This design comes from an exercise in tuning for small area on the open sky130 flow, not from production work. The RTL was checked by simulation tests, not by an equivalence proof against the original design. The flow treats the clock pin as an ideal source, which a real chip does not have. Power and IR drop assume default switching activity.

==> flow/design.v <==
module reg_file_mp_wbit (
    input  logic s1,
    input  logic an,
    input  logic s0n,
    input  logic b,
    input  logic hn,
    input  logic q,
    output logic d
);
    logic z;
    assign z = !((s0n | b) & (hn | q));
    assign d = !((s1 & an) | z);
endmodule
module reg_file_mp_rd3 (
    input  logic s0,
    input  logic d0,
    input  logic s1,
    input  logic d1,
    input  logic s2,
    input  logic d2,
    output logic yn
);
    assign yn = !((s0 & d0) | (s1 & d1) | (s2 & d2));
endmodule
module reg_file_mp_and3 (
    input  logic [2:0] pn,
    output logic       yn
);
    assign yn = &pn;
endmodule
module reg_file_mp_or3n (
    input  logic [2:0] pn,
    output logic       y
);
    assign y = !(&pn);
endmodule
module reg_file_mp #(
    parameter int XLEN        = 32,
    parameter int NREGS       = 16,
    parameter int AW          = 4,
    parameter int NRP         = 2,
    parameter int BYPASS      = 1,
    parameter int HARDWIRE_X0 = 1
) (
    input  logic                 clk,
    input  logic                 reset,
    input  logic [NRP*AW-1:0]    rs,
    output logic [NRP*XLEN-1:0]  rdata,
    output logic [NRP-1:0]       rs_busy,
    input  logic [1:0]           we,
    input  logic [2*AW-1:0]      rd,
    input  logic [2*XLEN-1:0]    wd,
    input  logic                 issue_valid,
    input  logic [AW-1:0]        issue_rd,
    output logic                 any_busy
);
    logic [XLEN-1:0]  regs_r [NREGS];    
    logic [XLEN-1:0]  nxt_s  [NREGS];    
    logic [NREGS-1:0] valid_r;
    logic [NREGS-1:0] busy_r;
    logic [NREGS-1:0] ren_s;             
    logic [AW-1:0]    rd0_s;
    logic [AW-1:0]    rd1_s;
    logic [XLEN-1:0]  wd0_s;
    logic [XLEN-1:0]  wd1_s;
    logic [XLEN-1:0]  wd1n_s;
    logic [NREGS-1:0] sel1_s;
    logic [NREGS-1:0] sel0_s;
    logic [NREGS-1:0] hold_s;
    logic [NREGS-1:0] iss_s;
    assign rd0_s  = rd[0 +: AW];
    assign rd1_s  = rd[AW +: AW];
    assign wd0_s  = wd[0 +: XLEN];
    assign wd1_s  = wd[XLEN +: XLEN];
    assign wd1n_s = ~wd1_s;
    genvar gk, gb;
    generate
        for (gk = 0; gk < NREGS; gk++) begin : g_reg
            if (gk >= 1) begin : g_st
                logic [XLEN-1:0] q_r;
                logic [XLEN-1:0] d_s;
                logic            valid_q;
                logic            busy_q;
                assign sel1_s[gk] = we[1] && (rd1_s == AW'(gk));
                assign sel0_s[gk] = we[0] && (rd0_s == AW'(gk)) && !sel1_s[gk];
                assign hold_s[gk] = !(sel1_s[gk] || sel0_s[gk]);
                assign iss_s[gk]  = issue_valid && (issue_rd == AW'(gk));
                for (gb = 0; gb < XLEN; gb++) begin : g_bit
                    reg_file_mp_wbit u_w (
                        .s1(sel1_s[gk]),   .an(wd1n_s[gb]),
                        .s0n(!sel0_s[gk]), .b(wd0_s[gb]),
                        .hn(!hold_s[gk]),  .q(q_r[gb]),
                        .d(d_s[gb])
                    );
                end
                always_ff @(posedge clk) begin
                    q_r <= d_s;
                end
                always_ff @(posedge clk or posedge reset) begin
                    if (reset) begin
                        valid_q <= 1'b0;
                        busy_q  <= 1'b0;
                    end else begin
                        valid_q <= valid_q | !hold_s[gk];
                        busy_q  <= iss_s[gk] | (busy_q & hold_s[gk]);
                    end
                end
                assign regs_r[gk]  = q_r;
                assign nxt_s[gk]   = d_s;
                assign valid_r[gk] = valid_q;
                assign busy_r[gk]  = busy_q;
                assign ren_s[gk]   = (valid_q || !hold_s[gk]) && !reset;
            end else begin : g_x0
                assign sel1_s[gk]  = 1'b0;
                assign sel0_s[gk]  = 1'b0;
                assign hold_s[gk]  = 1'b1;
                assign iss_s[gk]   = 1'b0;
                assign regs_r[gk]  = {XLEN{1'b0}};
                assign nxt_s[gk]   = {XLEN{1'b0}};
                assign valid_r[gk] = 1'b0;
                assign busy_r[gk]  = 1'b0;
                assign ren_s[gk]   = 1'b0;
            end
        end
    endgenerate
    genvar gi, gj;
    generate
        for (gi = 0; gi < NRP; gi++) begin : g_rport
            logic [AW-1:0]    addr_s;
            logic [NREGS-1:0] rsel_s;
            assign addr_s = rs[gi*AW +: AW];
            for (gj = 0; gj < NREGS; gj++) begin : g_sel
                assign rsel_s[gj] = ren_s[gj] && (addr_s == AW'(gj));
            end
            for (gb = 0; gb < XLEN; gb++) begin : g_bit
                logic [4:0] pn_s;
                logic       qn_s;
                for (gj = 0; gj < 5; gj++) begin : g_grp
                    reg_file_mp_rd3 u_r (
                        .s0(rsel_s[3*gj+1]), .d0(nxt_s[3*gj+1][gb]),
                        .s1(rsel_s[3*gj+2]), .d1(nxt_s[3*gj+2][gb]),
                        .s2(rsel_s[3*gj+3]), .d2(nxt_s[3*gj+3][gb]),
                        .yn(pn_s[gj])
                    );
                end
                reg_file_mp_and3 u_a (
                    .pn(pn_s[2:0]),
                    .yn(qn_s)
                );
                reg_file_mp_or3n u_o (
                    .pn({pn_s[4:3], qn_s}),
                    .y(rdata[gi*XLEN + gb])
                );
            end
            assign rs_busy[gi] = busy_r[addr_s];
        end
    endgenerate
    assign any_busy = |busy_r;
endmodule
==> flow/config.mk <==
export PLATFORM = sky130hd
export DESIGN_NAME = reg_file_mp
export DESIGN_NICKNAME = reg_file_mp
export VERILOG_FILES = /design/flow/design.v
export SDC_FILE = /design/flow/constraint.sdc
export NUM_CORES = 4
export LEC_CHECK = 0
export CAP_MARGIN = 0
export CORE_MARGIN = 2
export CORE_UTILIZATION = 45
export PLACE_DENSITY = 0.6
export SLEW_MARGIN = 0
export SYNTH_HIERARCHICAL = 1
export SYNTH_MINIMUM_KEEP_SIZE = 0
==> flow/constraint.sdc <==
create_clock -name core_clock -period 6.0 [get_ports {clk}]
set_input_delay 1.2000 -clock core_clock [delete_from_list [all_inputs] [get_ports {clk}]]
set_output_delay 1.2000 -clock core_clock [all_outputs]
set_load 0.01 [all_outputs]
standard.sh (not shown) runs the stock make flow with config.mk's settings and CLKGATE_MAP_FILE= SYNTH_SCRIPT=/design/flow/synth_recipe.tcl, a recipe that flattens the netlist after the stock synthesis.
==> flow/flow/run.sh <==
#!/bin/bash
# Own layout flow: the standard flow (standard synthesis, same floorplan,
# placement, CTS and routing scripts) with smaller cells picked in three
# places:
# - port buffers start as buf_1 (repair may upsize them);
# - after placement's repair_design, flow/downsize_placed.tcl gives each gate
#   and buffer the smallest drive strength that keeps its pins' transitions
#   in bounds (the later timing repairs size up again what setup needs);
# - the clock tree uses clkbuf_4 with small sink clusters and no dummy
#   loads; after CTS, flow/post_cts.tcl upsizes any clock buffer whose
#   flip-flop clock pins see a slow transition.
# make's output goes to make_finish.log; ORFS keeps each step's log under
# orfs/logs/.
set -euo pipefail
here=$(pwd)
bash standard.sh \
  "BUFFER_PORTS_ARGS=-buffer_cell sky130_fd_sc_hd__buf_1" \
  "POST_RESIZE_TCL=$here/flow/downsize_placed.tcl" \
  "CTS_ARGS=-sink_clustering_enable -repair_clock_nets -dont_use_dummy_load -sink_clustering_size 8 -sink_clustering_max_diameter 50 -buf_list sky130_fd_sc_hd__clkbuf_4" \
  "POST_CTS_TCL=$here/flow/post_cts.tcl" \
  finish > make_finish.log 2>&1
Other scripts of this flow, unchanged in this note and not shown: flow/flow/downsize_placed.tcl, flow/flow/post_cts.tcl
Change:
--- a/flow/design.v
+++ b/flow/design.v
@@ -153,7 +153,7 @@
                 );
             end
-            assign rs_busy[gi] = busy_r[addr_s];
+            assign rs_busy[gi] = busy_r[addr_s] && !reset;
         end
     endgenerate
-    assign any_busy = |busy_r;
+    assign any_busy = (|busy_r) && !reset;
 endmodule
Outcome: Now the flow completed and failed the layout checks on setup timing. Setup slack gets worse by 0.37 ns. Wire length came out higher by 4.6%. Register-to-register slack gets worse by 0.09 ns. Hold slack gets better by 0.073 ns. Final area barely changes. Power came out higher by 0.49%. Sequential power barely changes. Core utilization came out higher by 0.17 points.

afterwards: timing with drivers on the ports:
The flow's constraints put no driver on any port. The routed layouts listed below were extracted and timed again, unchanged, in two steps.
Step 1 sets driving cells, clkbuf_16 on the clock port and buf_2 on the other inputs (assumed; they add their load-dependent delay and slew).
Step 2 times the ports against the registers' clock, not the clock port: input delays grow and output delays shrink by t, the midpoint of the rising clock arrivals with the driver on.
Three values: no drivers, after step 1, after step 2; two values: the first two.
| run | t (ns) | setup WS [ns] | worst setup path after step 2 | slew at the worst register clock pin (ns) | worst slew at a driven data input, ns |
|---|---|---|---|---|---|
| the first run | 0.877 | 0.214 / 0.192 / 0.192 | input to output | 0.10 / 0.10 | 0.07 |
| the second run | 0.901 | -0.157 / -0.187 / -0.187 | input to output | 0.10 / 0.10 | 0.11 |
For the second run, which loses most, drivers alone change the setup slack by -0.030 ns; drivers and shift together by -0.030 ns.
